From an optimization exercise on the open Yosys and OpenROAD flow, aimed at small area; shortcuts taken in it are not production practice. The RTL was checked by simulation tests, not by an equivalence proof against the original design. Power is estimated from default activity; no workload was simulated.

File: design/flow/config.mk
export PLATFORM = sky130hd
export DESIGN_NAME = ptp_ts_queue_ctrl
export DESIGN_NICKNAME = ptp_ts_queue_ctrl
export VERILOG_FILES = /design/flow/design.v
export SDC_FILE = /design/flow/constraint.sdc
export NUM_CORES = 4
export LEC_CHECK = 0
export CAP_MARGIN = 20
export CORE_MARGIN = 2
export CORE_UTILIZATION = 40
export SLEW_MARGIN = 20
File: design/flow/constraint.sdc
create_clock -name core_clock -period 5.0 [get_ports {clk}]
set_input_delay 1.0000 -clock core_clock [delete_from_list [all_inputs] [get_ports {clk}]]
set_output_delay 1.0000 -clock core_clock [all_outputs]
set_load 0.01 [all_outputs]
File: design/flow/design.v
module ptp_ts_queue_ctrl #(
  parameter int DEPTH_LOG2 = 4,
  parameter int OVF_W      = 8
) (
  input  logic                  clk,
  input  logic                  rst,
  input  logic                  int_valid,
  input  logic                  int_sop,
  input  logic                  int_eop,
  input  logic [63:0]           rtc_time,
  input  logic                  ptp_found,
  input  logic [31:0]           ptp_infor,
  input  logic                  q_rd_en,
  input  logic                  q_flush,
  output logic [95:0]           q_data,
  output logic [DEPTH_LOG2:0]   q_cnt,
  output logic                  q_empty,
  output logic                  q_full,
  output logic [OVF_W-1:0]      q_ovf_cnt,
  output logic [1:0]            fsm_state
);
  localparam int DEPTH = 1 << DEPTH_LOG2;
  localparam logic [DEPTH_LOG2:0]   FULL_CNT = (DEPTH_LOG2+1)'(DEPTH);
  localparam logic [DEPTH_LOG2:0]   CNT_ONE  = (DEPTH_LOG2+1)'(1);
  localparam logic [DEPTH_LOG2-1:0] PTR_ONE  = DEPTH_LOG2'(1);
  typedef enum logic [1:0] {
    ST_IDLE  = 2'd0,
    ST_ARMED = 2'd1,
    ST_DONE  = 2'd2
  } state_t;
  state_t state, state_next;
  logic        sop;
  logic        push_req;
  logic [63:0] ts_hold;
  logic        push_pend;
  logic [95:0] push_data;
  logic [95:0]           mem [DEPTH];
  logic [DEPTH_LOG2-1:0] wr_ptr, rd_ptr, rd_next;
  logic [DEPTH_LOG2:0]   cnt_next;
  logic                  pop, wr_en, ovf_hit;
  logic unused_eop;
  assign unused_eop = int_eop;
  assign sop       = int_valid && int_sop;
  assign fsm_state = state;
  always_comb begin
    state_next = state;
    push_req   = 1'b0;
    if (sop) begin
      state_next = ST_ARMED;
    end else if (state == ST_ARMED && ptp_found) begin
      push_req   = 1'b1;
      state_next = ST_DONE;
    end
  end
  always_ff @(posedge clk) begin
    if (rst) begin
      state     <= ST_IDLE;
      ts_hold   <= '0;
      push_pend <= 1'b0;
      push_data <= '0;
    end else begin
      state     <= state_next;
      push_pend <= push_req;
      if (sop) ts_hold <= rtc_time;
      if (push_req) push_data <= {ts_hold, ptp_infor};
    end
  end
  assign q_empty = (q_cnt == '0);
  assign q_full  = (q_cnt == FULL_CNT);
  assign pop     = q_rd_en && !q_empty;
  assign wr_en   = push_pend && (!q_full || pop);
  assign ovf_hit = push_pend && q_full && !pop;
  assign rd_next = pop ? rd_ptr + PTR_ONE : rd_ptr;
  always_comb begin
    cnt_next = q_cnt;
    case ({wr_en, pop})
      2'b10:   cnt_next = q_cnt + CNT_ONE;
      2'b01:   cnt_next = q_cnt - CNT_ONE;
      default: cnt_next = q_cnt;
    endcase
  end
  always_ff @(posedge clk) begin
    if (wr_en && !q_flush && !rst) mem[wr_ptr] <= push_data;
  end
  always_ff @(posedge clk) begin
    if (rst) begin
      wr_ptr    <= '0;
      rd_ptr    <= '0;
      q_cnt     <= '0;
      q_ovf_cnt <= '0;
      q_data    <= '0;
    end else if (q_flush) begin
      wr_ptr    <= '0;
      rd_ptr    <= '0;
      q_cnt     <= '0;
      q_ovf_cnt <= '0;
    end else begin
      if (wr_en) wr_ptr <= wr_ptr + PTR_ONE;
      rd_ptr <= rd_next;
      q_cnt  <= cnt_next;
      if (ovf_hit && q_ovf_cnt != '1) q_ovf_cnt <= q_ovf_cnt + OVF_W'(1);
      if (cnt_next != '0) begin
        if (wr_en && wr_ptr == rd_next) q_data <= push_data;
        else                            q_data <= mem[rd_next];
      end
    end
  end
endmodule
File: design/flow/run.sh
#!/bin/bash
# synth_recipe.tcl (not shown) runs the flow's synth.tcl, then flattens the netlist and writes it again
# the make line also repeats each setting of config.mk as NAME=value (left out here)
make -C /OpenROAD-flow-scripts/flow DESIGN_CONFIG=/design/flow/config.mk WORK_HOME=/design/flow/orfs CLKGATE_MAP_FILE= SYNTH_SCRIPT=/design/flow/synth_recipe.tcl finish
==> metrics.csv, run 1 <==
metric,value,unit
first-pass iteration count of the detailed router,7,
unrepaired setup endpoints after global routing,no,
Post-synth EDFFs,1536,
most frequent cells in the layout,"1,536 x edfxtp_1, 514 x a21oi_1, 429 x mux2i_1",
total CTS buffers,186,
Startpoint Class,flop,
worst-case clock buffer depth,3,
post-route antenna net violation count,0,
RR Startpoint,q_cnt[0],
pin count of the biggest net entering global routing,141,
fraction of registers with async set/reset,0,%
Syn Area/Cell,13.6,µm²
run status,timing/DRC/antenna clean,
Initial DRC Count,5561,
Mapped Area,0.0758,mm²
Hold Buf Count CTS,0,
Worst R2R End,q_data[24],
Worst Hold End,push_data[84],
Synth top area share,60.8,%
Vias,51800,
flop2flop setup slack,0.44,ns
synthesized netlist cell count,5584,
Reg2Reg Depth,13,
Ports,217,
Pleak,29.1,nW
Sink Count,1816,
highest clock rate,219,MHz
FILL cells,16300,
Vert. Die Dim,439,µm
final hold vios,0,
"most common cell after layout, fill and taps aside",edfxtp_1,
pwr dens,352,mW/mm²
post-cts resize count,0,
initial antenna violation count,3,
area delta synth->final,15.8,%
GR Util All Layers,24.0,%
CORE AREA,0.188,mm²
post-route minimum period,4.56,ns
Syn. warnings,1,
grt total ovfl,0,
chip width,439,µm
Via density,6.23,
period utilization,91.2,%
"Slew Viols, Final",0,
WP data required,5.78,ns
crit path DAT,5.34,ns
"Seq/Total Area, Yosys",68.2,%
kind of critical path,reg -> reg,
ant diodes,0,
vias in the first global route,50800,
Cell variety after synth,75,
Worst-Skew Late Latency,0.86,ns
Worst Tran Pin Value,1.00,ns
Synth Flop Type,edfxtp_1,
CTS tree,yes,
Synth area leader,edfxtp_1,
final wirelength,238000,µm
Final #Nets,5772,
DRC Markers,0,
dpl hpwl,125000,µm
Hold Crit Class,reg -> reg,
clock root buffer master,clkbuf_16,
postcts setup bufs,0,
Slew HR,31.4,%
Worst-path clk slew,0.06,ns
hold_ws,0.449,ns
FP Rows,159,
CP endpoint kind,flop,
post-synthesis register bit count,1816,
Worst Hold Depth,2,
Max-Cap Viols,0,
WL per Instance,28.6,µm
Initial Utilization,40.3,%
layout cells sized above 1,8.24,%
depth of the CTS H-tree,4,
Routability Congestion,0.796,
number of port buffers,215,
Peak VDD IR,0.409,mV
top post-synthesis cells by area,"edfxtp_1 61%, dfxtp_1 7.4%, mux2i_1 5.7%",
full die area,0.193,mm²
first-pass GRT wire length,343000,µm
sum of negative setup slack,0,ns
Layout Skew,0.0506,ns
final setup fails,0,
Crit Path Max Fanout,50,
Hold Startpoint,ts_hold[52],
==> kinds of logic after synthesis <==
group | share of synthesized area, %
adders and majority gates | 0.115
DFF | 68.2
and+or+nand+nor | 6.38
AOI/OAI and AO/OA | 16.5
buffers and inverters | 2.78
muxes | 5.78
xor gates and xnor gates | 0.243
==> Yosys cell counts (3+ instances only) <==
master        n
a21o_1        3
and3_1        4
nand4_1       4
o211ai_1     15
a22o_1        8
xnor2_1       9
a222oi_1     85
nand3_1      19
buf_1        36
a32oi_1      11
o2bb2ai_1     3
dfxtp_1     280
nand2_1     372
o22ai_1     345
edfxtp_1   1536
a211o_1       3
a21oi_1     517
buf_2        82
o221ai_1     89
a2111oi_0     9
inv_1        10
nand3b_1      4
a22oi_1      15
a221o_1     271
mux2i_1     430
xor2_1       12
a211oi_1    178
clkbuf_1    339
and2_1       30
mux2_2        5
nor2b_1     108
and2_0       71
a221oi_1     92
nor2_1      227
o21ai_0      89
nor3_1      178
a31oi_1       9
nand2b_1      7
buf_4        15
ha_1          7
buf_6        12
==> through the flow <==
step / setup WS, ns / std cells / total power [mW] / cell area, µm² / utilization, %
after floorplan: -1.42 / 5584 / 17.0 / 75900 / -
after global placement: 0.276 / 7967 / 17.4 / 81700 / 43.5
after detailed placement: 0.196 / 7968 / 17.4 / 81700 / 43.5
after CTS: 0.496 / 8317 / 31.1 / 87800 / 46.7
after global routing: 0.191 / 8317 / 31.8 / 87800 / 46.7
final: 0.441 / 8317 / 30.9 / 87800 / 46.7
==> critical path, stage by stage, from the launching register on <==
cell and delay (ns):
dfxtp_1 0.43, or4_4 0.72, o21ai_4 0.17, nor2_1 0.08
xor2_1 0.16, ha_1 0.25, nor4b_1 0.51, a32oi_1 0.09
o2bb2ai_1 0.21, a21boi_0 0.30, a41o_4 0.92, buf_4 0.37
and2_0 0.16, a221o_1 0.11
==> registers in the layout, indices dropped and copies added, names as in the netlist <==
| register | flops |
|---|---|
| q_ovf_cnt | 8 |
| mem | 1536 |
| wr_ptr | 4 |
| q_data | 96 |
| ts_hold | 64 |
| q_cnt | 5 |
| push_data | 96 |
| state | 2 |
| push_pend | 1 |
| rd_ptr | 4 |
==> where the power goes <==
group / switching, mW / leakage, nW / internal [mW]
clock network: 5.97 / 2.96 / 7.85
logic: 0.414 / 8.99 / 0.281
registers: 0.0970 / 17.2 / 16.3
total: 6.48 / 29.1 / 24.4
==> cell type report <==
type	count	area, µm²	area share, %
clock inverters	82	882	1.00
clock buffers	267	5200	5.92
inverters	12	50.0	0.0570
well taps	2495	3120	3.56
flip-flops and latches	1816	51700	58.9
repair buffers	373	4450	5.07
multi-input cells	3272	22400	25.5
==> how the worst max path moves through the flow <==
stage / startpoint / to
finish: q_cnt[0] / q_data[24]
global route: q_cnt[0] / q_data[28]
CTS: q_cnt[0] / q_data[28]
detailed placement: q_rd_en / q_data[33]
global placement: q_rd_en / q_data[43]
floorplan: q_rd_en / mem[0][0]
==> metal layers <==
metal	wire length (µm)	global-route usage [%]	vias up
li1	-	-	22600
met1	93900	30.6	26400
met2	117000	41.2	2371
met3	17500	3.41	481
met4	8930	9.36	0
met5	0	0	-
==> run 2: changes to the inputs <==
==> design/flow/design.v (replaced) <==
module ptp_ts_queue_ctrl #(
  parameter int DEPTH_LOG2 = 4,
  parameter int OVF_W      = 8
) (
  input  logic                  clk,
  input  logic                  rst,
  input  logic                  int_valid,
  input  logic                  int_sop,
  input  logic                  int_eop,
  input  logic [63:0]           rtc_time,
  input  logic                  ptp_found,
  input  logic [31:0]           ptp_infor,
  input  logic                  q_rd_en,
  input  logic                  q_flush,
  output logic [95:0]           q_data,
  output logic [DEPTH_LOG2:0]   q_cnt,
  output logic                  q_empty,
  output logic                  q_full,
  output logic [OVF_W-1:0]      q_ovf_cnt,
  output logic [1:0]            fsm_state
);
  localparam int DEPTH = 1 << DEPTH_LOG2;
  logic [1:0]  state;
  logic        sop, push_req;
  logic [63:0] ts_hold;
  logic        push_pend;
  logic [31:0] infor_stg;
  logic [95:0]           mem [DEPTH];
  logic [DEPTH_LOG2-1:0] wr_ptr, rd_ptr;
  logic                  pop, wr_en, ovf_hit;
  logic unused_eop;
  assign unused_eop = int_eop;
  assign sop       = int_valid && int_sop;
  assign push_req  = !sop && state == 2'd1 && ptp_found;
  assign fsm_state = state;
  always_ff @(posedge clk) begin
    if (rst) begin
      state     <= 2'd0;
      push_pend <= 1'b0;
    end else begin
      if (sop)           state <= 2'd1;
      else if (push_req) state <= 2'd2;
      push_pend <= push_req;
    end
  end
  always_ff @(posedge clk) begin
    if (sop) ts_hold <= rtc_time;
    infor_stg <= ptp_infor;
  end
  assign q_empty = (q_cnt == '0);
  assign q_full  = q_cnt[DEPTH_LOG2];
  assign pop     = q_rd_en && !q_empty;
  assign wr_en   = push_pend && (!q_full || pop) && !q_flush;
  assign ovf_hit = push_pend && q_full && !pop;
  always_ff @(posedge clk) begin
    if (wr_en && !rst) mem[wr_ptr] <= {ts_hold, infor_stg};
  end
  always_comb begin
    q_data = '0;
    for (int i = 0; i < DEPTH; i++)
      q_data = q_data | (mem[i] & {96{rd_ptr == DEPTH_LOG2'(i)}});
  end
  always_ff @(posedge clk) begin
    if (rst || q_flush) begin
      wr_ptr    <= '0;
      rd_ptr    <= '0;
      q_cnt     <= '0;
      q_ovf_cnt <= '0;
    end else begin
      if (wr_en) wr_ptr <= wr_ptr + 1'b1;
      if (pop)   rd_ptr <= rd_ptr + 1'b1;
      if (wr_en && !pop) q_cnt <= q_cnt + 1'b1;
      else if (!wr_en && pop) q_cnt <= q_cnt - 1'b1;
      if (ovf_hit && q_ovf_cnt != '1) q_ovf_cnt <= q_ovf_cnt + 1'b1;
    end
  end
endmodule
==> metrics.csv, run 2 <==
metric,value,unit,change
run status,timing/DRC/antenna clean,,unchanged
post-route antenna net violation count,0,,unchanged
Post-Place Cells,5616,,"was 7,968"
Pint,22.2,mW,was 24.4 mW
total CTS buffers,171,,was 186
Synth Flop Type,edfxtp_1,,unchanged
worst-case clock buffer depth,3,,unchanged
initial antenna violation count,6,,was 3
WL per Instance,28.4,µm,was 28.6 µm
CP max stage cell,clkdlybuf4s50_1,,was a41o_4
Sw Share,20.7,%,was 21.0%
fraction of registers with async set/reset,0,%,unchanged
area delta synth->final,17.5,%,was 15.8%
max incr delay on CP,0.61,ns,was 0.92 ns
CORE AREA,0.152,mm²,was 0.188 mm²
dpl hpwl,91400,µm,"was 125,000 µm"
Final #Nets,3880,,"was 5,772"
synthesized netlist cell count,3493,,"was 5,584"
WP data required,4.00,ns,was 5.78 ns
Mapped Area,0.0616,mm²,was 0.0758 mm²
full die area,0.157,mm²,was 0.193 mm²
Cell variety after synth,67,,was 75
final hold vios,0,,unchanged
Worst-path clk slew,0.06,ns,about the same
Peak VDD IR,0.366,mV,was 0.409 mV
Post-synth EDFFs,1600,,"was 1,536"
"Seq/Total Area, Yosys",79.8,%,was 68.2%
highest clock rate,206,MHz,was 219 MHz
unrepaired setup endpoints after global routing,no,,unchanged
dpl ws,0.662,ns,was 0.196 ns
vias in the first global route,34100,,"was 50,800"
"most common cell after layout, fill and taps aside",edfxtp_1,,unchanged
multi-input logic area,0.0114,mm²,was 0.0224 mm²
top post-synthesis cells by area,"edfxtp_1 78%, a22oi_1 2.9%, dfxtp_1 1.8%",,"was edfxtp_1 61%, dfxtp_1 7.4%, mux2i_1 5.7%"
setup ws final,0.137,ns,was 0.441 ns
DRC Markers,0,,unchanged
crit path DAT,3.86,ns,was 5.34 ns
Synth area leader,edfxtp_1,,unchanged
Worst-Skew Late Latency,0.81,ns,was 0.86 ns
first-pass iteration count of the detailed router,10,,was 7
biggest regs,"mem (1536), ts_hold (64), infor_stg (32)",,"was mem (1536), push_data (96), q_data (96)"
most numerous cell in the Yosys netlist,edfxtp_1,,unchanged
grt total ovfl,0,,unchanged
Max-Cap Viols,0,,unchanged
total power,28.0,mW,was 30.9 mW
most frequent cells in the layout,"1,600 x edfxtp_1, 234 x a22oi_1, 215 x clkdlybuf4s50_1",,"was 1,536 x edfxtp_1, 514 x a21oi_1, 429 x mux2i_1"
Pleak,22.3,nW,was 29.1 nW
Vias,35000,,"was 51,800"
CP endpoint kind,primary output,,was flop
number of port buffers,215,,unchanged
flop2flop setup slack,1.85,ns,was 0.44 ns
CP Buf/Inv Count,4,,was 1
pwr dens,387,mW/mm²,was 352 mW/mm²
FP Rows,143,,was 159
share of total power in combinational logic,1.5,%,was 2.2%
Synth top area share,78.0,%,was 60.8%
clock root buffer master,clkbuf_16,,unchanged
Hold Crit Class,reg -> reg,,unchanged
post-route minimum period,4.86,ns,was 4.56 ns
sequential share of power,55.4,%,was 53.0%
chip width,396,µm,was 439 µm
Sink Count,1656,,"was 1,816"
Hold Buf Count CTS,0,,unchanged
"Slew Viols, Final",0,,unchanged
layout cells sized above 1,11.9,%,was 8.24%
FILL cells,12800,,"was 16,300"
post-synthesis register bit count,1656,,"was 1,816"
Routability Congestion,0.751,,was 0.796
"top cells by count, synth","1,600 x edfxtp_1, 234 x a22oi_1, 164 x a21oi_1",,"was 1,536 x edfxtp_1, 517 x a21oi_1, 430 x mux2i_1"
placed instance area,0.0669,mm²,was 0.0817 mm²
fin cells,5934,,"was 8,317"
Layout Skew,0.0440,ns,was 0.0506 ns
flip-flop and latch area,0.0492,mm²,was 0.0517 mm²
crit path cell chain,inv_1 -> ha_4 -> buf_12 -> buf_8 -> a22oi_1 -> a22o_1 -> o211ai_1 -> clkdlybuf4s50_1,,was or4_4 -> o21ai_4 -> nor2_1 -> xor2_1 -> ha_1 -> nor4b_1 -> a32oi_1 -> o2bb2ai_1 -> a21boi_0 -> a41o_4 -> buf_4 -> and2_0 -> a221o_1
Ports,217,,unchanged
Slew HR,41.1,%,was 31.4%
Syn Area/Cell,17.6,µm²,was 13.6 µm²
Clk network pwr share,43.1,%,was 44.7%
Worst Tran Pin Value,0.881,ns,was 1.00 ns
Vert. Die Dim,396,µm,was 439 µm
Via density,5.90,,was 6.23
Startpoint Class,flop,,unchanged
Syn. warnings,1,,unchanged
final wirelength,169000,µm,"was 238,000 µm"
largest register by flop count,mem,,unchanged
number of flip-flops in the largest register,1536,,unchanged
"CP delay by family, top",buffers and inverters,,was compound AO/OA/AOI/OAI gates
kind of critical path,reg -> out,,was reg -> reg
period utilization,97.3,%,was 91.2%
final setup fails,0,,unchanged
CTS tree,yes,,unchanged
first-pass GRT wire length,243000,µm,"was 343,000 µm"
GR Util All Layers,21.1,%,was 24.0%
pin count of the biggest net entering global routing,90,,was 141
Switch Pwr,5.79,mW,was 6.48 mW
Crit Path Max Fanout,56,,was 50
depth of the CTS H-tree,4,,unchanged
Initial Utilization,40.4,%,was 40.3%
post-route cell area,0.0724,mm²,was 0.0878 mm²
hold_ws,0.485,ns,was 0.449 ns
Initial DRC Count,3855,,"was 5,561"
-- run 2: cell types whose count changed after synthesis, sizes merged, moves of 83 or more --
cell    before  now
a221o      271   21
mux2i      430   88
nand2      373  137
clkbuf     339   89
a21oi      517  164
o22ai      345   29
a211oi     178   21
and2       101   15
nor2b      108   11
nor2       227   77
dfxtp      280   56
a22oi       15  234
nor3       179    9
o221ai      89    6
-- run 2: area by class of cell --
class | instances | area share [%]
clock inverters | 91 | 1.06
diodes | 3 | 0.0104
multi-input cells | 1568 | 15.8
well taps | 2030 | 3.51
clock buffers | 221 | 6.27
repair buffers | 353 | 5.38
inverters | 12 | 0.0640
flip-flops and latches | 1656 | 68.0
-- run 2: routing by layer --
metal  global-route usage (%)  wire length (µm)
met5                        0                13
met4                     5.07              3250
met3                     3.62             13600
met2                     34.3             81300
met1                     29.8             70400
-- run 2: worst paths after layout --
kind,startpoint,endpoint,cells after the start
setup / recovery,rd_ptr[0],q_data[75],8
hold / removal,state[0],push_pend,2
setup reg to reg,q_cnt[1],q_cnt[4],9
hold reg to reg,state[0],push_pend,2
-- run 2: worst reg2reg max path, stage by stage (launching register included) --
cell,delay [ns]
dfxtp_1,0.35
or4_1,0.59
o21ai_1,0.60
ha_1,0.29
inv_1,0.12
ha_1,0.35
a21oi_1,0.11
a211o_1,0.33
a211oi_1,0.23
a31o_2,0.13
-- run 2: power groups by stage --
stage / clock (mW) / sequential, mW / combinational (mW)
2_1_floorplan: 0 / 15.7 / 0.172
3_3_place_gp: 0 / 15.8 / 0.429
3_5_place_dp: 0 / 15.8 / 0.430
4_1_cts: 12.3 / 15.5 / 0.434
5_1_grt: 12.9 / 15.5 / 0.455
6_report: 12.1 / 15.5 / 0.426
-- run 2: logic make-up after synthesis --
group                    count (synthesis)  synth area share, %
flip-flops                            1656                 79.8
XOR/XNOR                                 9                0.128
AO/OA/AOI/OAI                          964                 11.8
adder cells (fa/ha/maj)                 14                0.297
AND/OR/NAND/NOR                        448                 3.58
buffers and inverters                  269                 2.06
multiplexers                           133                 2.31
-- run 2: metrics by stage --
stage	setup TNS [ns]	util, %
final	0	47.5
after global routing	0	47.5
after CTS	0	47.4
after detailed placement	0	43.9
after global placement	0	43.9
after floorplan	-1897.94	-
-- run 2: repair_timing --
action / 4_1_cts / 5_1_grt
endpoints found under the setup margin: 44 / 36
buffers inserted: 3 / 0
resized for setup: 8 / 13
==> run 3: changes to the inputs <==
--- a/design/flow/design.v
+++ b/design/flow/design.v
@@ -27,5 +27,9 @@
   logic [31:0] infor_stg;
-  logic [95:0]           mem [DEPTH];
-  logic [DEPTH_LOG2-1:0] wr_ptr, rd_ptr;
-  logic                  pop, wr_en, ovf_hit;
+  logic        ph;
+  logic [DEPTH-1:0][95:0] slot;
+  logic [DEPTH:0]   live;                  
+  logic [DEPTH-1:0] s_hold, s_shift, s_load;
+  logic [DEPTH_LOG2:0] tail;
+  logic [95:0]      wdata;
+  logic             pop, wr_en, ovf_hit, clr;
   logic unused_eop;
@@ -39,2 +43,3 @@
       push_pend <= 1'b0;
+      ph        <= 1'b0;
     end else begin
@@ -43,2 +48,3 @@
       push_pend <= push_req;
+      ph        <= !ph;
     end
@@ -54,14 +60,35 @@
   assign ovf_hit = push_pend && q_full && !pop;
-  always_ff @(posedge clk) begin
-    if (wr_en && !rst) mem[wr_ptr] <= {ts_hold, infor_stg};
+  assign clr     = rst || q_flush;
+  assign tail = pop ? q_cnt - 1'b1 : q_cnt;
+  always_comb begin
+    for (int i = 0; i <= DEPTH; i++) live[i] = (i < DEPTH) && (q_cnt > (DEPTH_LOG2+1)'(i));
+    for (int i = 0; i < DEPTH; i++) begin
+      s_hold[i]  = !clr && !pop && live[i];
+      s_shift[i] = !clr &&  pop && live[i+1];
+      s_load[i]  = !rst && wr_en && tail == (DEPTH_LOG2+1)'(i);
+    end
   end
-  always_comb begin
-    q_data = '0;
-    for (int i = 0; i < DEPTH; i++)
-      q_data = q_data | (mem[i] & {96{rd_ptr == DEPTH_LOG2'(i)}});
+  assign wdata = {ts_hold, infor_stg} ^ {96{ph}};
+  logic [DEPTH-1:0][95:0] slot_d;
+  logic [DEPTH:0][95:0]   slot_up;   
+  assign slot_up = {96'd0, slot};
+  for (genvar i = 0; i < DEPTH; i++) begin : g_slot
+    for (genvar b = 0; b < 96; b++) begin : g_bit
+      ptp_slot_bit u_bit (
+        .q     (slot[i][b]),
+        .hold  (s_hold[i]),
+        .nxt   (slot_up[i+1][b]),
+        .shift (s_shift[i]),
+        .wd    (wdata[b]),
+        .load  (s_load[i]),
+        .d     (slot_d[i][b])
+      );
+    end
   end
   always_ff @(posedge clk) begin
-    if (rst || q_flush) begin
-      wr_ptr    <= '0;
-      rd_ptr    <= '0;
+    slot <= slot_d;
+  end
+  assign q_data = slot[0] ^ {96{ph}};
+  always_ff @(posedge clk) begin
+    if (clr) begin
       q_cnt     <= '0;
@@ -69,4 +96,2 @@
     end else begin
-      if (wr_en) wr_ptr <= wr_ptr + 1'b1;
-      if (pop)   rd_ptr <= rd_ptr + 1'b1;
       if (wr_en && !pop) q_cnt <= q_cnt + 1'b1;
@@ -77 +102,12 @@
 endmodule
+module ptp_slot_bit (
+  input  logic q,
+  input  logic hold,
+  input  logic nxt,
+  input  logic shift,
+  input  logic wd,
+  input  logic load,
+  output logic d
+);
+  assign d = ~((q & hold) | (nxt & shift) | (wd & load));
+endmodule
--- a/design/flow/config.mk
+++ b/design/flow/config.mk
@@ -11 +11,2 @@
 export SLEW_MARGIN = 20
+export SYNTH_HIERARCHICAL = 1
==> metrics.csv, run 3 <==
metric,value,unit,change
run status,timing/DRC/antenna clean,,unchanged
Switch Pwr,6.32,mW,was 5.79 mW
final hold vios,0,,unchanged
Worst Hold Depth,1,,was 2
flop2flop setup slack,1.20,ns,was 1.85 ns
total power,27.7,mW,was 28.0 mW
sequential share of power,49.9,%,was 55.4%
"Seq/Total Area, Yosys",64.7,%,was 79.8%
biggest regs,"slot (1536), ts_hold (64), infor_stg (32)",,"was mem (1536), ts_hold (64), infor_stg (32)"
chip width,365,µm,was 396 µm
number of flip-flops in the largest register,1536,,unchanged
"most common cell after layout, fill and taps aside",dfxtp_1,,was edfxtp_1
final core utilization,50.2,%,was 47.5%
layout cells sized above 1,11.4,%,was 11.9%
first-pass iteration count of the detailed router,14,,was 10
synthesized netlist cell count,3610,,"was 3,493"
"top cells by count, synth","1,585 x dfxtp_1, 1,536 x a222oi_1, 196 x xor2_1",,"was 1,600 x edfxtp_1, 234 x a22oi_1, 164 x a21oi_1"
kind of critical path,reg -> out,,unchanged
fin cells,6152,,"was 5,934"
final setup fails,0,,unchanged
Via density,6.81,,was 5.90
Post-synth EDFFs,64,,"was 1,600"
WL per Instance,26.5,µm,was 28.4 µm
dpl hpwl,80300,µm,"was 91,400 µm"
CTS tree,yes,,unchanged
depth of the CTS H-tree,4,,unchanged
GR Util All Layers,23.7,%,was 21.1%
DRC Markers,0,,unchanged
highest clock rate,250,MHz,was 206 MHz
CORE AREA,0.129,mm²,was 0.152 mm²
postcts setup bufs,0,,was 3
Syn Area/Cell,14.4,µm²,was 17.6 µm²
Sink Count,1649,,"was 1,656"
Syn. warnings,7,,was 1
CP max stage cell,dfxtp_4,,was clkdlybuf4s50_1
crit path DAT,3.01,ns,was 3.86 ns
Hold Startpoint,slot[922],,was state[0]
total CTS buffers,164,,was 171
Initial DRC Count,9226,,"was 3,855"
sum of negative setup slack,0,ns,unchanged
fraction of registers with async set/reset,0,%,unchanged
clock root buffer master,clkbuf_16,,unchanged
Routability Congestion,0.756,,was 0.751
Reg2Reg Depth,8,,was 9
Final #Nets,4390,,"was 3,880"
initial antenna violation count,2,,was 6
CP Buf/Inv Count,2,,was 4
Ports,217,,unchanged
FP Rows,132,,was 143
Worst-Skew Late Latency,0.79,ns,was 0.81 ns
Peak VDD IR,0.331,mV,was 0.366 mV
number of port buffers,215,,unchanged
top post-synthesis cells by area,"dfxtp_1 61%, a222oi_1 30%, edfxtp_1 3.7%",,"was edfxtp_1 78%, a22oi_1 2.9%, dfxtp_1 1.8%"
Worst Tran Pin Value,1.10,ns,was 0.881 ns
grt total ovfl,0,,unchanged
Cell variety after synth,48,,was 67
post-route minimum period,4.01,ns,was 4.86 ns
vias in the first global route,40500,,"was 34,100"
"CP delay by family, top",buffers and inverters,,unchanged
RR Startpoint,q_cnt[0],,was q_cnt[1]
Pint,21.3,mW,was 22.2 mW
Vias,41900,,"was 35,000"
Startpoint Class,flop,,unchanged
Worst Hold End,slot[826],,was push_pend
Initial Utilization,40.2,%,was 40.4%
full die area,0.133,mm²,was 0.157 mm²
area delta synth->final,24.8,%,was 17.5%
Slew HR,26.0,%,was 41.1%
worst-case clock buffer depth,3,,unchanged
CP endpoint kind,primary output,,unchanged
unrepaired setup endpoints after global routing,no,,unchanged
Worst R2R End,slot[199],,was q_cnt[4]
Mapped Area,0.0520,mm²,was 0.0616 mm²
"Slew Viols, Final",0,,unchanged
post-cts resize count,0,,was 8
Hold Buf Count CTS,0,,unchanged
max incr delay on CP,0.70,ns,was 0.61 ns
crit path cell chain,buf_12 -> xor2_1 -> clkdlybuf4s50_1,,was inv_1 -> ha_4 -> buf_12 -> buf_8 -> a22oi_1 -> a22o_1 -> o211ai_1 -> clkdlybuf4s50_1
largest register by flop count,slot,,was mem
Max-Cap Viols,0,,unchanged
final wirelength,163000,µm,"was 169,000 µm"
first-pass GRT wire length,248000,µm,"was 243,000 µm"
pin count of the biggest net entering global routing,97,,was 90
Vert. Die Dim,365,µm,was 396 µm
Layout Skew,0.0340,ns,was 0.0440 ns
Post-Place Cells,5854,,"was 5,616"
share of total power in combinational logic,5.8,%,was 1.5%
hold_ws,0.422,ns,was 0.485 ns
Crit Path Max Fanout,70,,was 56
Hold Crit Class,reg -> reg,,unchanged
pwr dens,426,mW/mm²,was 387 mW/mm²
Synth area leader,dfxtp_1,,was edfxtp_1
most numerous cell in the Yosys netlist,dfxtp_1,,was edfxtp_1
period utilization,80.1,%,was 97.3%
most frequent cells in the layout,"1,584 x dfxtp_1, 1,536 x a222oi_1, 215 x clkdlybuf4s50_1",,"was 1,600 x edfxtp_1, 234 x a22oi_1, 215 x clkdlybuf4s50_1"
Synth Flop Type,dfxtp_1,,was edfxtp_1
post-synthesis register bit count,1649,,"was 1,656"
WP data required,4.00,ns,about the same
Synth top area share,61.0,%,was 78.0%
Worst-path clk slew,0.06,ns,about the same
Pleak,23.0,nW,was 22.3 nW
Sw Share,22.8,%,was 20.7%
post-route antenna net violation count,0,,unchanged
Clk network pwr share,44.3,%,was 43.1%
-- run 3: kinds of logic after synthesis --
family / after synthesis / synth area share (%)
mux: 4 / 0.0770
other cells: 1 / 0.00721
fa+ha+maj: 8 / 0.192
flops: 1649 / 64.7
buf+inv: 47 / 0.435
compound gates: 1584 / 30.1
simple gates: 120 / 1.15
xor+xnor: 197 / 3.32
-- run 3: power groups by stage --
stage / clock network, mW / logic (mW) / registers [mW]
floorplan: 0 / 0.908 / 14.0
global placement: 0 / 1.54 / 14.1
detailed placement: 0 / 1.57 / 14.1
CTS: 12.5 / 1.57 / 13.8
global route: 13.0 / 1.74 / 13.9
finish: 12.2 / 1.60 / 13.8
-- run 3: worst max-delay path by stage --
| stage | start | to | slack, ns | cells after the start |
|---|---|---|---|---|
| floorplan | q_rd_en | slot[1248] | -0.26 | 6 |
| global placement | q_rd_en | slot[921] | 0.62 | 7 |
| detailed placement | q_rd_en | slot[416] | 0.71 | 8 |
| CTS | ph | q_data[79] | 0.98 | 3 |
| global route | ph | q_data[57] | 0.87 | 3 |
| finish | ph | q_data[45] | 0.99 | 3 |
-- run 3: metal layers --
metal | vias to the layer above | part of all wire, % | global-route usage (%)
met2 | 1795 | 49 | 41.5
met5 | - | 0 | 0
met1 | 21300 | 40 | 29.7
li1 | 18500 | - | -
met4 | 0 | 2.3 | 7.73
met3 | 241 | 8.0 | 3.68
-- run 3: cell type report --
type,instances,area [µm²]
Fill cell,11300,64400
Clock inverter,47,442
Clock buffer,250,4980
Antenna cell,1,2.50
Timing Repair Buffer,350,3920
Sequential cell,1649,33700
Multi-Input combinational cell,2105,19700
Inverter,8,30.0
Tap cell,1742,2180
-- run 3: modules after synthesis (local to each module, per instance) --
module | flops+latches | copies in the design
ptp_ts_queue_ctrl | 1649 | 1
ptp_slot_bit | 0 | 1536
-- run 3: through the flow --
| step | cell area, µm² | setup slack (ns) |
|---|---|---|
| 2_1_floorplan | 53000 | -0.258 |
| 3_3_place_gp | 59100 | 0.624 |
| 3_5_place_dp | 59200 | 0.712 |
| 4_1_cts | 64600 | 0.984 |
| 5_1_grt | 64900 | 0.871 |
| 6_report | 64900 | 0.994 |
==> run 4: changes to the inputs <==
--- a/design/flow/config.mk
+++ b/design/flow/config.mk
@@ -10,2 +10,4 @@
 export CORE_UTILIZATION = 40
+export CTS_BUF_LIST = sky130_fd_sc_hd__clkbuf_4 sky130_fd_sc_hd__clkbuf_8
+export CTS_CLUSTER_SIZE = 16
 export SLEW_MARGIN = 20
==> metrics.csv, run 4 <==
metric,value,unit,change
Syn. warnings,7,,unchanged
Syn Area/Cell,14.4,µm²,unchanged
Max-Cap Viols,0,,unchanged
period utilization,83.2,%,was 80.1%
number of flip-flops in the largest register,1536,,unchanged
Startpoint Class,flop,,unchanged
multi-input logic area,0.0197,mm²,about the same
depth of the CTS H-tree,5,,was 4
Synth area leader,dfxtp_1,,unchanged
CTS tree,yes,,unchanged
post-synthesis simple-gate area fraction,1.15,%,unchanged
first-pass iteration count of the detailed router,19,,was 14
CP startpoint,ph,,unchanged
Vert. Die Dim,365,µm,unchanged
Clk network pwr share,44.2,%,was 44.3%
Cell variety after synth,48,,unchanged
Hold Crit Class,reg -> reg,,unchanged
Pleak,23.3,nW,was 23.0 nW
run status,timing/DRC/antenna clean,,unchanged
Hold Startpoint,slot[1169],,was slot[922]
most frequent cells in the layout,"1,584 x dfxtp_1, 1,536 x a222oi_1, 339 x clkbuf_8",,"was 1,584 x dfxtp_1, 1,536 x a222oi_1, 215 x clkdlybuf4s50_1"
Post-synth EDFFs,64,,unchanged
Worst-path clk slew,0.06,ns,about the same
unrepaired setup endpoints after global routing,no,,unchanged
chip width,365,µm,unchanged
Worst-Skew Late Latency,0.97,ns,was 0.79 ns
wl on met1,65900,µm,about the same
total CTS buffers,286,,was 164
highest clock rate,240,MHz,was 250 MHz
most numerous cell in the Yosys netlist,dfxtp_1,,unchanged
GR Util All Layers,24.0,%,was 23.7%
post-cts resize count,0,,unchanged
Slew HR,24.1,%,was 26.0%
total power,27.6,mW,was 27.7 mW
met3 WL,13800,µm,"was 13,000 µm"
kind of critical path,reg -> out,,unchanged
grt total ovfl,0,,unchanged
Hold Buf Count CTS,0,,unchanged
"top cells by count, synth","1,585 x dfxtp_1, 1,536 x a222oi_1, 196 x xor2_1",,unchanged
Worst Hold Depth,1,,unchanged
Layout Skew,0.0510,ns,was 0.0340 ns
RR Startpoint,q_cnt[0],,unchanged
worst-case clock buffer depth,4,,was 3
Crit Path Max Fanout,68,,was 70
synthesized netlist cell count,3610,,unchanged
largest register by flop count,slot,,unchanged
FP Rows,132,,unchanged
Worst Tran Pin Value,1.13,ns,was 1.10 ns
layout cells sized above 1,15.7,%,was 11.4%
full die area,0.133,mm²,unchanged
final hold vios,0,,unchanged
post-synthesis adder-cell area fraction,0.192,%,unchanged
routed length on met2,80500,µm,"was 80,400 µm"
Synth Flop Type,dfxtp_1,,unchanged
post-route antenna net violation count,0,,unchanged
fraction of registers with async set/reset,0,%,unchanged
Pint,21.2,mW,was 21.3 mW
Via density,6.73,,was 6.81
vias in the first global route,41700,,"was 40,500"
Mapped Area,0.0520,mm²,unchanged
hold_ws,0.390,ns,was 0.422 ns
pin count of the biggest net entering global routing,97,,unchanged
Switch Pwr,6.41,mW,was 6.32 mW
clock root buffer master,clkbuf_8,,was clkbuf_16
first-pass GRT wire length,251000,µm,"was 248,000 µm"
Initial Utilization,40.2,%,unchanged
Sw Share,23.2,%,was 22.8%
dpl hpwl,80300,µm,unchanged
highest metal used,met4,,unchanged
Synth top area share,61.0,%,unchanged
multiplexer area fraction after synthesis,0.0770,%,unchanged
Initial DRC Count,9161,,"was 9,226"
WP data required,4.00,ns,about the same
flip-flop and latch area,0.0337,mm²,unchanged
area fraction in compound gates after synthesis,30.1,%,unchanged
Vias,42600,,"was 41,900"
Peak VDD IR,0.278,mV,was 0.331 mV
biggest regs,"slot (1536), ts_hold (64), infor_stg (32)",,unchanged
pwr dens,424,mW/mm²,was 426 mW/mm²
Sink Count,1649,,unchanged
post-route minimum period,4.16,ns,was 4.01 ns
crit path DAT,3.16,ns,was 3.01 ns
final wirelength,165000,µm,"was 163,000 µm"
DRC Markers,0,,unchanged
share of total power in combinational logic,5.8,%,about the same
XOR/XNOR share of the synthesized area,3.32,%,unchanged
top post-synthesis cells by area,"dfxtp_1 61%, a222oi_1 30%, edfxtp_1 3.7%",,unchanged
number of port buffers,215,,unchanged
Routability Congestion,0.756,,unchanged
Final #Nets,4512,,"was 4,390"
area delta synth->final,25.3,%,was 24.8%
postcts setup bufs,0,,unchanged
"Seq/Total Area, Yosys",64.7,%,unchanged
sequential share of power,50.0,%,was 49.9%
main combinational cell family by area after synthesis,compound AO/OA/AOI/OAI gates,,unchanged
initial antenna violation count,3,,was 2
final setup fails,0,,unchanged
Ports,217,,unchanged
WL per Instance,26.0,µm,was 26.5 µm
sum of negative setup slack,0,ns,unchanged
Reg2Reg Depth,8,,unchanged
CORE AREA,0.129,mm²,unchanged
final core utilization,50.4,%,was 50.2%
post-synthesis register bit count,1649,,unchanged
FILL cells,11400,,"was 11,300"
"Slew Viols, Final",0,,unchanged
CP endpoint kind,primary output,,unchanged
"most common cell after layout, fill and taps aside",dfxtp_1,,unchanged
==> run 4: cell counts after synthesis <==
Identical to the previous run, type by type.
==> run 4: kinds of logic (layout without fill, tap and decap cells) <==
group,after synthesis,count (layout)
XOR/XNOR,197,197
other,1,195
AO/OA/AOI/OAI,1584,1584
flip-flops,1649,1649
AND/OR/NAND/NOR,120,120
multiplexers,4,4
buffers and inverters,47,830
adder cells (fa/ha/maj),8,8
==> run 4: Yosys stat by module, one instance, submodules excluded <==
module             times used  cell area, µm²
ptp_ts_queue_ctrl           1           36600
ptp_slot_bit             1536            10.0
==> run 4: cell type report <==
type	count	share of cell area [%]
clock inverter	26	0.309
tap	1742	3.34
antenna	3	0.0115
multi-input combinational	2105	30.3
inverter	8	0.0461
timing repair buffer	350	6.01
clock buffer	446	8.39
sequential	1649	51.6
==> run 4: power by group through the flow <==
stage               Clock (mW)  Combinational (mW)  Sequential, mW
finish                    12.2                1.60            13.8
global route              13.1                1.74            13.9
detailed placement           0                1.57            14.1
CTS                       12.5                1.57            13.8
floorplan                    0               0.908            14.0
global placement             0                1.54            14.1
==> run 4: worst max-delay path, stage by stage (launching register included) <==
cell,delay [ns]
dfxtp_4,0.70
buf_12,0.42
xor2_1,0.28
clkdlybuf4s50_1,0.58
==> run 4: layer usage <==
| metal | up-vias | GRT usage, % |
|---|---|---|
| met3 | 331 | 4.53 |
| li1 | 18800 | - |
| met5 | - | 0 |
| met2 | 1992 | 41.5 |
| met4 | 0 | 9.38 |
| met1 | 21500 | 29.5 |
==> run 4: metrics by stage <==
stage	cells	setup WS, ns	instance area (µm²)
6_report	6329	0.839	65200
5_1_grt	6329	0.695	65200
3_5_place_dp	5854	0.712	59200
4_1_cts	6326	0.811	64900
2_1_floorplan	3801	-0.258	53000
3_3_place_gp	5854	0.624	59100
==> run 4: path summary, 6_finish.rpt <==
kind / end / slack [ns]
worst max register to register: slot[206] / 1.22
worst min register to register: slot[1073] / 0.39
worst min-delay path: slot[1073] / 0.39
worst max-delay path: q_data[57] / 0.84
==> run 5: changes to the inputs <==
--- a/design/flow/design.v
+++ b/design/flow/design.v
@@ -27,3 +27,2 @@
   logic [31:0] infor_stg;
-  logic        ph;
   logic [DEPTH-1:0][95:0] slot;
@@ -43,3 +42,2 @@
       push_pend <= 1'b0;
-      ph        <= 1'b0;
     end else begin
@@ -48,3 +46,2 @@
       push_pend <= push_req;
-      ph        <= !ph;
     end
@@ -70,7 +67,5 @@
   end
-  assign wdata = {ts_hold, infor_stg} ^ {96{ph}};
+  assign wdata = {ts_hold, infor_stg};
   logic [DEPTH-1:0][95:0] slot_d;
-  logic [DEPTH:0][95:0]   slot_up;   
-  assign slot_up = {96'd0, slot};
-  for (genvar i = 0; i < DEPTH; i++) begin : g_slot
+  for (genvar i = 0; i < DEPTH - 1; i++) begin : g_slot
     for (genvar b = 0; b < 96; b++) begin : g_bit
@@ -79,3 +74,3 @@
         .hold  (s_hold[i]),
-        .nxt   (slot_up[i+1][b]),
+        .nxt   (slot[i+1][b]),
         .shift (s_shift[i]),
@@ -87,6 +82,15 @@
   end
+  assign slot_d[DEPTH-1] = ~((slot[DEPTH-1] & {96{s_hold[DEPTH-1]}}) | (wdata & {96{s_load[DEPTH-1]}}));
+  logic [DEPTH-1:0] pol, pol_d;
+  logic [DEPTH:0]   pol_up;
+  assign pol_up = {1'b0, pol};
+  always_comb begin
+    for (int i = 0; i < DEPTH; i++)
+      pol_d[i] = ~((pol[i] & s_hold[i]) | (pol_up[i+1] & s_shift[i]));
+  end
   always_ff @(posedge clk) begin
     slot <= slot_d;
+    pol  <= pol_d;
   end
-  assign q_data = slot[0] ^ {96{ph}};
+  assign q_data = slot[0] ^ {96{pol[0]}};
   always_ff @(posedge clk) begin
--- a/design/flow/config.mk
+++ b/design/flow/config.mk
@@ -10,4 +10,4 @@
 export CORE_UTILIZATION = 40
-export CTS_BUF_LIST = sky130_fd_sc_hd__clkbuf_4 sky130_fd_sc_hd__clkbuf_8
-export CTS_CLUSTER_SIZE = 16
+export CTS_CLUSTER_DIAMETER = 80
+export CTS_CLUSTER_SIZE = 24
 export SLEW_MARGIN = 20
==> metrics.csv, run 5 <==
metric,value,unit,change
dpl hpwl,79600,µm,"was 80,300 µm"
post-route antenna net violation count,0,,unchanged
unrepaired setup endpoints after global routing,no,,unchanged
"Slew Viols, Final",0,,unchanged
WL per Instance,28.2,µm,was 26.0 µm
post-route minimum period,4.28,ns,was 4.16 ns
CTS tree,yes,,unchanged
run status,timing/DRC/antenna clean,,unchanged
Vias,41000,,"was 42,600"
post-cts resize count,0,,unchanged
Routability Congestion,0.732,,was 0.756
Ports,217,,unchanged
Pleak,19.8,nW,was 23.3 nW
highest clock rate,233,MHz,was 240 MHz
Synth Flop Type,dfxtp_1,,unchanged
number of port buffers,215,,unchanged
kind of critical path,reg -> out,,unchanged
largest register by flop count,slot,,unchanged
fin cells,5707,,"was 6,329"
Crit Path Max Fanout,23,,was 68
final setup fails,0,,unchanged
CORE AREA,0.129,mm²,about the same
Post-synth EDFFs,64,,unchanged
Syn Area/Cell,14.4,µm²,about the same
GR Util All Layers,23.4,%,was 24.0%
Max-Cap Viols,0,,unchanged
Startpoint Class,flop,,unchanged
FILL cells,11700,,"was 11,400"
Cell variety after synth,60,,was 48
final wirelength,161000,µm,"was 165,000 µm"
number of flip-flops in the largest register,1536,,unchanged
Mapped Area,0.0518,mm²,was 0.0520 mm²
DRC Markers,0,,unchanged
CP endpoint kind,primary output,,unchanged
WP data required,4.00,ns,about the same
Layout Skew,0.0368,ns,was 0.0510 ns
Vert. Die Dim,364,µm,was 365 µm
clock root buffer master,clkbuf_16,,was clkbuf_8
Worst-Skew Late Latency,0.71,ns,was 0.97 ns
full die area,0.133,mm²,about the same
Sink Count,1664,,"was 1,649"
FP Rows,132,,unchanged
sequential share of power,62.5,%,was 50.0%
max incr delay on CP,0.90,ns,was 0.70 ns
first-pass iteration count of the detailed router,17,,was 19
Slew HR,21.6,%,was 24.1%
vias in the first global route,39400,,"was 41,700"
Peak VDD IR,0.246,mV,was 0.278 mV
Worst Tran Pin Value,1.18,ns,was 1.13 ns
"most common cell after layout, fill and taps aside",dfxtp_1,,unchanged
crit path DAT,3.28,ns,was 3.16 ns
share of total power in combinational logic,4.1,%,was 5.8%
Hold Buf Count CTS,0,,unchanged
chip width,364,µm,was 365 µm
top post-synthesis cells by area,"dfxtp_1 62%, a222oi_1 28%, edfxtp_1 3.7%",,"was dfxtp_1 61%, a222oi_1 30%, edfxtp_1 3.7%"
Synth area leader,dfxtp_1,,unchanged
pwr dens,376,mW/mm²,was 424 mW/mm²
fraction of registers with async set/reset,0,%,unchanged
worst-case clock buffer depth,3,,was 4
initial antenna violation count,0,,was 3
most frequent cells in the layout,"1,599 x dfxtp_1, 1,440 x a222oi_1, 215 x clkdlybuf4s50_1",,"was 1,584 x dfxtp_1, 1,536 x a222oi_1, 339 x clkbuf_8"
Synth top area share,61.8,%,was 61.0%
Switch Pwr,5.19,mW,was 6.41 mW
Worst Hold Depth,1,,unchanged
layout cells sized above 1,6.51,%,was 15.7%
CP max stage cell,dfxtp_1,,was dfxtp_4
most numerous cell in the Yosys netlist,dfxtp_1,,unchanged
Syn. warnings,7,,unchanged
"top cells by count, synth","1,600 x dfxtp_1, 1,440 x a222oi_1, 101 x xor2_1",,"was 1,585 x dfxtp_1, 1,536 x a222oi_1, 196 x xor2_1"
Worst-path clk slew,0.10,ns,was 0.06 ns
ant diodes,0,,was 3
synthesized netlist cell count,3608,,"was 3,610"
Pint,17.4,mW,was 21.2 mW
pin count of the biggest net entering global routing,97,,unchanged
total CTS buffers,83,,was 286
Clk network pwr share,33.4,%,was 44.2%
area delta synth->final,15.6,%,was 25.3%
Sw Share,23.0,%,was 23.2%
postcts setup bufs,0,,unchanged
grt total ovfl,0,,unchanged
first-pass GRT wire length,246000,µm,"was 251,000 µm"
"Seq/Total Area, Yosys",65.5,%,was 64.7%
Initial DRC Count,8826,,"was 9,161"
depth of the CTS H-tree,3,,was 5
final core utilization,46.5,%,was 50.4%
post-synthesis register bit count,1664,,"was 1,649"
Hold Crit Class,reg -> reg,,unchanged
crit path cell chain,inv_1 -> ha_1 -> or4b_4 -> clkinv_2 -> clkdlybuf4s50_1,,was buf_12 -> xor2_1 -> clkdlybuf4s50_1
Via density,7.19,,was 6.73
biggest regs,"slot (1536), ts_hold (64), infor_stg (32)",,unchanged
period utilization,85.7,%,was 83.2%
final hold vios,0,,unchanged
Reg2Reg Depth,7,,was 8
Post-Place Cells,5586,,"was 5,854"
Final #Nets,4041,,"was 4,512"
Initial Utilization,40.2,%,about the same
-- run 5: cell count changes after synthesis, moves of 7 or more --
| cell | change |
|---|---|
| clkbuf_1 | +24 |
| xor2_1 | -95 |
| nor3b_1 | +7 |
| nor3_1 | -12 |
| nor2_1 | +7 |
| a222oi_1 | -96 |
| dfxtp_1 | +15 |
| a32oi_1 | +100 |
| o21ai_1 | +9 |
-- run 5: power groups by stage --
stage	logic [mW]	registers (mW)	clock network, mW
3_5_place_dp	0.917	14.4	0
5_1_grt	0.987	14.2	8.20
6_report	0.916	14.1	7.54
2_1_floorplan	0.524	14.3	0
3_3_place_gp	0.903	14.4	0
4_1_cts	0.921	14.1	7.74
-- run 5: layer usage --
metal	vias up	global-route usage [%]	part of all wire, %
met1	20900	32.1	43
met3	219	3.34	8.6
met4	0	6.83	2.5
met5	-	0	0
li1	17900	-	-
met2	1936	38.3	46
-- run 5: Yosys stat by module, one instance, submodules excluded --
module,area (µm²),copies in the design,flops+latches
ptp_ts_queue_ctrl,37400,1,1664
ptp_slot_bit,10.0,1440,0
-- run 5: area by class of cell --
type	count	area [µm²]	share of cell area [%]
repair buffers	304	3420	5.71
inverters	10	38.8	0.0647
clock buffers	102	2190	3.65
multi-input cells	1866	17900	29.9
well taps	1742	2180	3.64
clock inverters	19	223	0.372
flip-flops and latches	1664	34000	56.6
-- run 5: path summary, 6_finish.rpt --
path / start / to / slack (ns)
setup / recovery: q_cnt[0] / q_empty / 0.72
hold / removal: slot[1104] / slot[1008] / 0.41
setup reg to reg: q_cnt[0] / slot[1531] / 0.80
hold reg to reg: slot[1104] / slot[1008] / 0.41
-- run 5: worst max-delay path: cells and delay by family, from the launching register on --
kind / cells / cell delay [ns]
adder cells (fa/ha/maj): 1 / 0.30
flip-flops: 1 / 0.90
AND/OR/NAND/NOR: 1 / 0.29
buffers and inverters: 3 / 1.09
-- run 5: through the flow --
stage | setup slack (ns) | TNS (ns) | power, mW | area [µm²] | hold slack (ns)
finish | 0.715 | 0 | 22.6 | 59900 | 0.407
global placement | 0.763 | 0 | 15.3 | 57500 | 0.392
floorplan | -0.331 | -367.14 | 14.8 | 52000 | 0.380
global route | 0.548 | 0 | 23.4 | 59900 | 0.428
detailed placement | 0.758 | 0 | 15.3 | 57500 | 0.402
CTS | 0.664 | 0 | 22.8 | 59900 | 0.416
-- run 5: logic make-up after synthesis --
kind of cell | synth area share [%]
multiplexers | 0.0579
flip-flops | 65.5
adder cells (fa/ha/maj) | 0.193
XOR/XNOR | 1.72
AND/OR/NAND/NOR | 1.44
AO/OA/AOI/OAI | 30.4
buffers and inverters | 0.681
==> run 6: changes to the inputs <==
==> design/flow/flow/run.sh (new file) <==
#!/bin/bash
# The standard layout (standard.sh, unchanged synthesis) with two knobs
# that ORFS reads from the environment:
# - port buffers use the smallest buffer cell instead of clkdlybuf4s50_1;
# - clock tree synthesis clusters up to 24 sinks per leaf buffer and adds no
#   dummy loads.
# ORFS's own per-step logs stay under orfs/logs; make's output goes to
# standard.log here.
set -euo pipefail
export BUFFER_PORTS_ARGS="-buffer_cell sky130_fd_sc_hd__buf_1"
export CTS_ARGS="-sink_clustering_enable -repair_clock_nets -dont_use_dummy_load -sink_clustering_size 24 -sink_clustering_max_diameter 80"
bash standard.sh > standard.log 2>&1
==> design/flow/standard.sh (new file) <==
#!/bin/bash
# synth_recipe.tcl (not shown) runs the flow's synth.tcl, then flattens the netlist and writes it again
# the make line also repeats each setting of config.mk as NAME=value (left out here)
make -C /OpenROAD-flow-scripts/flow DESIGN_CONFIG=/design/flow/config.mk WORK_HOME=/design/flow/orfs CLKGATE_MAP_FILE= SYNTH_SCRIPT=/design/flow/synth_recipe.tcl "${@:-finish}"
removed: design/flow/run.sh
==> metrics.csv, run 6 <==
metric,value,unit,change
GR Util All Layers,23.1,%,was 23.4%
synthesized netlist cell count,3608,,unchanged
Sink Count,1664,,unchanged
WP data required,5.53,ns,was 4.00 ns
unrepaired setup endpoints after global routing,no,,unchanged
total CTS buffers,86,,was 83
CORE AREA,0.129,mm²,unchanged
Crit Path Max Fanout,23,,unchanged
fraction of registers with async set/reset,0,%,unchanged
Clk network pwr share,32.4,%,was 33.4%
grt total ovfl,0,,unchanged
Post-synth EDFFs,64,,unchanged
Syn Area/Cell,14.4,µm²,unchanged
final hold vios,0,,unchanged
post-route antenna net violation count,0,,unchanged
highest clock rate,247,MHz,was 233 MHz
Routability Congestion,0.753,,was 0.732
final core utilization,45.3,%,was 46.5%
vias in the first global route,39000,,"was 39,400"
Worst Tran Pin Value,1.05,ns,was 1.18 ns
post-route minimum period,4.04,ns,was 4.28 ns
WL per Instance,27.9,µm,was 28.2 µm
period utilization,80.8,%,was 85.7%
Via density,7.18,,was 7.19
Syn. warnings,7,,unchanged
Slew HR,30.0,%,was 21.6%
Worst-path clk slew,0.09,ns,was 0.10 ns
dpl ws,1.00,ns,was 0.758 ns
final setup fails,0,,unchanged
largest register by flop count,slot,,unchanged
post-synthesis register bit count,1664,,unchanged
Synth top area share,61.8,%,unchanged
chip width,364,µm,unchanged
Cell variety after synth,60,,unchanged
postcts setup bufs,0,,unchanged
kind of critical path,reg -> reg,,was reg -> out
Vert. Die Dim,364,µm,unchanged
depth of the CTS H-tree,3,,unchanged
DRC Markers,0,,unchanged
ant diodes,0,,unchanged
area delta synth->final,12.7,%,was 15.6%
Hold Crit Class,reg -> reg,,unchanged
most numerous cell in the Yosys netlist,dfxtp_1,,unchanged
first-pass iteration count of the detailed router,17,,unchanged
Synth area leader,dfxtp_1,,unchanged
first-pass GRT wire length,243000,µm,"was 246,000 µm"
Mapped Area,0.0518,mm²,unchanged
"top cells by count, synth","1,600 x dfxtp_1, 1,440 x a222oi_1, 101 x xor2_1",,unchanged
initial antenna violation count,3,,was 0
Peak VDD IR,0.261,mV,was 0.246 mV
sum of negative setup slack,0,ns,unchanged
Synth Flop Type,dfxtp_1,,unchanged
crit path DAT,4.57,ns,was 3.28 ns
"Slew Viols, Final",0,,unchanged
Max-Cap Viols,0,,unchanged
most frequent cells in the layout,"1,599 x dfxtp_1, 1,440 x a222oi_1, 215 x buf_1",,"was 1,599 x dfxtp_1, 1,440 x a222oi_1, 215 x clkdlybuf4s50_1"
Initial Utilization,40.2,%,unchanged
sequential share of power,64.0,%,was 62.5%
full die area,0.133,mm²,unchanged
Hold Buf Count CTS,0,,unchanged
Layout Skew,0.111,ns,was 0.0368 ns
layout cells sized above 1,6.11,%,was 6.51%
share of total power in combinational logic,3.5,%,was 4.1%
Initial DRC Count,8977,,"was 8,826"
"Seq/Total Area, Yosys",65.5,%,unchanged
pin count of the biggest net entering global routing,97,,unchanged
Vias,40700,,"was 41,000"
clock root buffer master,clkbuf_16,,unchanged
Worst-Skew Late Latency,0.75,ns,was 0.71 ns
Final #Nets,4044,,"was 4,041"
FP Rows,132,,unchanged
Ports,217,,unchanged
final wirelength,158000,µm,"was 161,000 µm"
Pint,17.1,mW,was 17.4 mW
setup ws final,0.958,ns,was 0.715 ns
Startpoint Class,flop,,unchanged
FILL cells,11800,,"was 11,700"
CP endpoint kind,flop,,was primary output
top post-synthesis cells by area,"dfxtp_1 62%, a222oi_1 28%, edfxtp_1 3.7%",,unchanged
biggest regs,"slot (1536), ts_hold (64), infor_stg (32)",,unchanged
total power,22.0,mW,was 22.6 mW
number of flip-flops in the largest register,1536,,unchanged
Switch Pwr,4.96,mW,was 5.19 mW
pwr dens,377,mW/mm²,was 376 mW/mm²
dpl hpwl,79700,µm,"was 79,600 µm"
worst-case clock buffer depth,3,,unchanged
Sw Share,22.5,%,was 23.0%
"most common cell after layout, fill and taps aside",dfxtp_1,,unchanged
CTS tree,yes,,unchanged
number of port buffers,215,,unchanged
hold_ws,0.363,ns,was 0.407 ns
Pleak,19.2,nW,was 19.8 nW
run status,timing/DRC/antenna clean,,unchanged
post-cts resize count,0,,unchanged
## run 6: layout make-up
class / count / area (µm²) / area share, %
Sequential cell: 1664 / 34000 / 58.1
Multi-Input combinational cell: 1866 / 17900 / 30.7
Tap cell: 1742 / 2180 / 3.73
Clock buffer: 86 / 2150 / 3.68
Timing Repair Buffer: 304 / 2140 / 3.66
Inverter: 10 / 38.8 / 0.0664
## run 6: worst max-delay path, cell delays in order, from the launching register on
cell and delay (ns):
dfxtp_1 0.86, inv_1 0.32, ha_1 0.43, nor4bb_1 0.20, mux2i_1 0.40, o211ai_1 0.47
a21oi_4 0.78, buf_4 0.33, a222oi_1 0.11
## run 6: power groups by stage
stage	Sequential [mW]	Clock [mW]	Combinational [mW]
4_1_cts	14.1	7.37	0.783
3_5_place_dp	14.4	0	0.781
6_report	14.1	7.15	0.779
2_1_floorplan	14.3	0	0.524
5_1_grt	14.2	7.85	0.850
3_3_place_gp	14.4	0	0.765
## run 6: worst paths after layout
path         startpoint          to  slack, ns  depth (start not counted)
min reg2reg  slot[1099]  slot[1003]       0.36                          1
max            q_cnt[0]   slot[952]       0.96                          8
max reg2reg    q_cnt[0]   slot[952]       0.96                          8
min          slot[1099]  slot[1003]       0.36                          1
## run 6: metrics by stage
step	cell area, µm²	instances
floorplan	52000	3608
global placement	56300	5586
detailed placement	56300	5586
CTS	58400	5672
global route	58400	5672
finish	58400	5672
## run 6: logic make-up (layout without fill, tap and decap cells)
| group | Yosys count | in the layout | share of synthesized area (%) |
|---|---|---|---|
| xor+xnor | 102 | 102 | 1.72 |
| fa+ha+maj | 8 | 8 | 0.193 |
| mux | 3 | 3 | 0.0579 |
| simple gates | 140 | 140 | 1.44 |
| compound gates | 1613 | 1613 | 30.4 |
| buf+inv | 78 | 400 | 0.681 |
| flops | 1664 | 1664 | 65.5 |
## run 6: metal layers
layer	global-route usage, %	part of all wire, %
met1	31.4	43
met2	37.0	45
met3	4.69	9.3
met4	7.09	2.6
met5	0	0
## run 6: Yosys stat by module (local to each module, per instance)
module,cell area (µm²),flops+latches,cells
ptp_ts_queue_ctrl,37400,1664,2168
ptp_slot_bit,10.0,0,1
==> run 7: changes to the inputs <==
--- a/design/flow/design.v
+++ b/design/flow/design.v
@@ -64,3 +64,3 @@
       s_shift[i] = !clr &&  pop && live[i+1];
-      s_load[i]  = !rst && wr_en && tail == (DEPTH_LOG2+1)'(i);
+      s_load[i]  = wr_en && tail == (DEPTH_LOG2+1)'(i);
     end
--- a/design/flow/config.mk
+++ b/design/flow/config.mk
@@ -9,5 +9,3 @@
 export CORE_MARGIN = 2
-export CORE_UTILIZATION = 40
-export CTS_CLUSTER_DIAMETER = 80
-export CTS_CLUSTER_SIZE = 24
+export CORE_UTILIZATION = 60
 export SLEW_MARGIN = 20
==> metrics.csv, run 7 <==
metric,value,unit,change
sum of negative setup slack,0,ns,unchanged
CTS tree,yes,,unchanged
post-synthesis adder-cell area fraction,0.193,%,unchanged
Worst Hold End,pol[15],,was slot[1003]
GR Util All Layers,35.9,%,was 23.1%
number of flip-flops in the largest register,1536,,unchanged
Reg2Reg Depth,10,,was 8
Synth top area share,61.8,%,unchanged
Syn. warnings,7,,unchanged
"top cells by count, synth","1,600 x dfxtp_1, 1,440 x a222oi_1, 99 x xor2_1",,"was 1,600 x dfxtp_1, 1,440 x a222oi_1, 101 x xor2_1"
Pleak,19.1,nW,was 19.2 nW
post-synthesis register bit count,1664,,unchanged
area delta synth->final,10.7,%,was 12.7%
most numerous cell in the Yosys netlist,dfxtp_1,,unchanged
Synth area leader,dfxtp_1,,unchanged
WP data required,5.48,ns,was 5.53 ns
CORE AREA,0.0854,mm²,was 0.129 mm²
top post-synthesis cells by area,"dfxtp_1 62%, a222oi_1 28%, edfxtp_1 3.7%",,unchanged
layout cells sized above 1,6.16,%,was 6.11%
Max-Cap Viols,0,,unchanged
FP Rows,107,,was 132
postcts setup bufs,0,,unchanged
pin count of the biggest net entering global routing,99,,was 97
"most common cell after layout, fill and taps aside",dfxtp_1,,unchanged
highest clock rate,234,MHz,was 247 MHz
depth of the CTS H-tree,3,,unchanged
Worst Tran Pin Value,1.20,ns,was 1.05 ns
Synth Flop Type,dfxtp_1,,unchanged
Worst Hold Depth,1,,unchanged
cell repeated most along the worst path,buf_12,,
"Seq/Total Area, Yosys",65.5,%,unchanged
Crit Path Max Fanout,98,,was 23
post-route minimum period,4.28,ns,was 4.04 ns
Sink Count,1664,,unchanged
Hold Crit Class,reg -> reg,,unchanged
first-pass iteration count of the detailed router,13,,was 17
number of port buffers,215,,unchanged
ant diodes,0,,unchanged
grt total ovfl,0,,unchanged
final setup fails,0,,unchanged
DRC Markers,0,,unchanged
full die area,0.0888,mm²,was 0.133 mm²
Layout Skew,0.0539,ns,was 0.111 ns
post-route antenna net violation count,0,,unchanged
Post-synth EDFFs,64,,unchanged
pwr dens,378,mW/mm²,was 377 mW/mm²
unrepaired setup endpoints after global routing,no,,unchanged
period utilization,85.6,%,was 80.8%
final wirelength,168000,µm,"was 158,000 µm"
chip width,298,µm,was 364 µm
most frequent cells in the layout,"1,599 x dfxtp_1, 1,440 x a222oi_1, 215 x buf_1",,unchanged
clock root buffer master,clkbuf_16,,unchanged
Via density,8.50,,was 7.18
WL per Instance,33.2,µm,was 27.9 µm
synthesized netlist cell count,3605,,"was 3,608"
Vias,43100,,"was 40,700"
Hold Startpoint,pol[15],,was slot[1099]
worst-case clock buffer depth,3,,unchanged
run status,timing/DRC/antenna clean,,unchanged
main combinational cell family by area after synthesis,compound AO/OA/AOI/OAI gates,,unchanged
Peak VDD IR,0.311,mV,was 0.261 mV
post-cts resize count,0,,unchanged
Startpoint Class,flop,,unchanged
Cell variety after synth,57,,was 60
first-pass GRT wire length,254000,µm,"was 243,000 µm"
CP max stage cell,dfxtp_1,,unchanged
crit path DAT,4.76,ns,was 4.57 ns
Vert. Die Dim,298,µm,was 364 µm
post-synthesis simple-gate area fraction,1.39,%,was 1.44%
fraction of registers with async set/reset,0,%,unchanged
XOR/XNOR share of the synthesized area,1.71,%,was 1.72%
RR Startpoint,q_cnt[0],,unchanged
hold_ws,0.401,ns,was 0.363 ns
max incr delay on CP,0.81,ns,was 0.86 ns
Worst-path clk slew,0.09,ns,about the same
total power,21.7,mW,was 22.0 mW
Worst R2R End,slot[740],,was slot[952]
Hold Buf Count CTS,0,,unchanged
vias in the first global route,42400,,"was 39,000"
Worst-Skew Late Latency,0.67,ns,was 0.75 ns
Initial Utilization,60.7,%,was 40.2%
largest register by flop count,slot,,unchanged
kind of critical path,reg -> reg,,unchanged
crit path cell chain,inv_1 -> ha_1 -> or4b_4 -> clkinv_2 -> nor4_1 -> o211a_4 -> buf_12 -> nor2b_4 -> buf_12 -> a222oi_1,,was inv_1 -> ha_1 -> nor4bb_1 -> mux2i_1 -> o211ai_1 -> a21oi_4 -> buf_4 -> a222oi_1
Routability Congestion,0.849,,was 0.753
biggest regs,"slot (1536), ts_hold (64), infor_stg (32)",,unchanged
total CTS buffers,79,,was 86
Slew HR,20.0,%,was 30.0%
multiplexer area fraction after synthesis,0.0579,%,unchanged
Ports,217,,unchanged
Syn Area/Cell,14.4,µm²,about the same
dpl hpwl,84600,µm,"was 79,700 µm"
area fraction in compound gates after synthesis,30.4,%,about the same
final hold vios,0,,unchanged
flop2flop setup slack,0.72,ns,was 0.96 ns
Final #Nets,4045,,"was 4,044"
initial antenna violation count,0,,was 3
Initial DRC Count,10400,,"was 8,977"
Mapped Area,0.0518,mm²,unchanged
"Slew Viols, Final",0,,unchanged
final core utilization,67.2,%,was 45.3%
CP endpoint kind,flop,,unchanged
-- run 7: worst max-delay path by stage --
stage	from	endpoint	slack [ns]	cells past startpoint
2_1_floorplan	q_cnt[0]	slot[1344]	-0.23	9
3_3_place_gp	q_cnt[0]	slot[1282]	0.82	8
3_5_place_dp	q_rd_en	slot[740]	0.64	8
4_1_cts	q_cnt[0]	slot[764]	0.89	10
5_1_grt	q_cnt[0]	slot[713]	0.60	10
6_report	q_cnt[0]	slot[740]	0.72	10
-- run 7: area by class of cell --
cell class,count,area [µm²]
flip-flops and latches,1664,34000
fillers,6251,28000
multi-input cells,1862,17900
repair buffers,316,2090
clock buffers,79,1980
well taps,1144,1430
inverters,10,38.8
-- run 7: critical path: cells and delay by family, from the launching register on --
family,cells,cell delay [ns]
compound gates,2,0.45
fa+ha+maj,1,0.30
buf+inv,4,1.53
flops,1,0.81
simple gates,3,0.91
-- run 7: cells by family (layout without fill, tap and decap cells) --
kind of cell / after synthesis / after routing
AOI/OAI and AO/OA: 1612 / 1612
DFF: 1664 / 1664
xor gates and xnor gates: 101 / 101
adders and majority gates: 8 / 8
muxes: 3 / 3
buffers and inverters: 79 / 405
and+or+nand+nor: 138 / 138
-- run 7: power breakdown --
part / switching [mW] / leakage, nW / internal [mW]
Sequential: 0.429 / 13.6 / 13.7
Combinational: 0.450 / 4.52 / 0.327
Clock: 3.98 / 0.974 / 2.84
-- run 7: stage by stage --
| stage | instances | cell area (µm²) | setup WS (ns) |
|---|---|---|---|
| 2_1_floorplan | 3605 | 51900 | -0.228 |
| 3_3_place_gp | 4993 | 55400 | 0.822 |
| 3_5_place_dp | 4995 | 55400 | 0.639 |
| 4_1_cts | 5074 | 57400 | 0.888 |
| 5_1_grt | 5075 | 57400 | 0.602 |
| 6_report | 5075 | 57400 | 0.718 |
-- run 7: modules after synthesis (local to each module, per instance) --
module / copies in the design / cell area (µm²) / cells inside / flip-flops and latches
ptp_ts_queue_ctrl: 1 / 37400 / 2165 / 1664
ptp_slot_bit: 1440 / 10.0 / 1 / 0
-- run 7: per-layer routing --
metal | part of all wire (%) | global-route usage [%] | wire length [µm] | vias up
met5 | 0 | 0 | 0 | -
met2 | 46 | 57.9 | 77400 | 3049
met1 | 38 | 47.3 | 63200 | 21700
met4 | 4.2 | 15.8 | 7100 | 0
met3 | 12 | 6.89 | 20800 | 482
li1 | - | - | - | 17900

-- afterwards: timing with drivers on the ports --
How much do the figures lean on ideal ports? The routed layouts below were timed once more, with nothing changed but the port constraints.
Step 1, drivers: a clkbuf_16 drives clk and a buf_2 each remaining input, both assumed.
Step 2 also shifts input and output timing later by t, the mid clock arrival at the registers, as if the neighbouring blocks saw the same clock.
Three values: no drivers, after step 1, after step 2; two values: the first two.
run | shift t [ns] | setup slack, ns
run 1 | 0.917 | 0.441 / 0.441 / 0.096
run 2 | 0.865 | 0.137 / 0.058 / 0.872
run 3 | 0.853 | 0.994 / 0.915 / 0.638
run 4 | 1.021 | 0.839 / 0.762 / 0.627
run 5 | 0.764 | 0.715 / 0.639 / 0.698
run 6 | 0.771 | 0.958 / 0.958 / 0.958
run 7 | 0.718 | 0.718 / 0.718 / 0.506
After both steps every run listed still meets setup and hold.
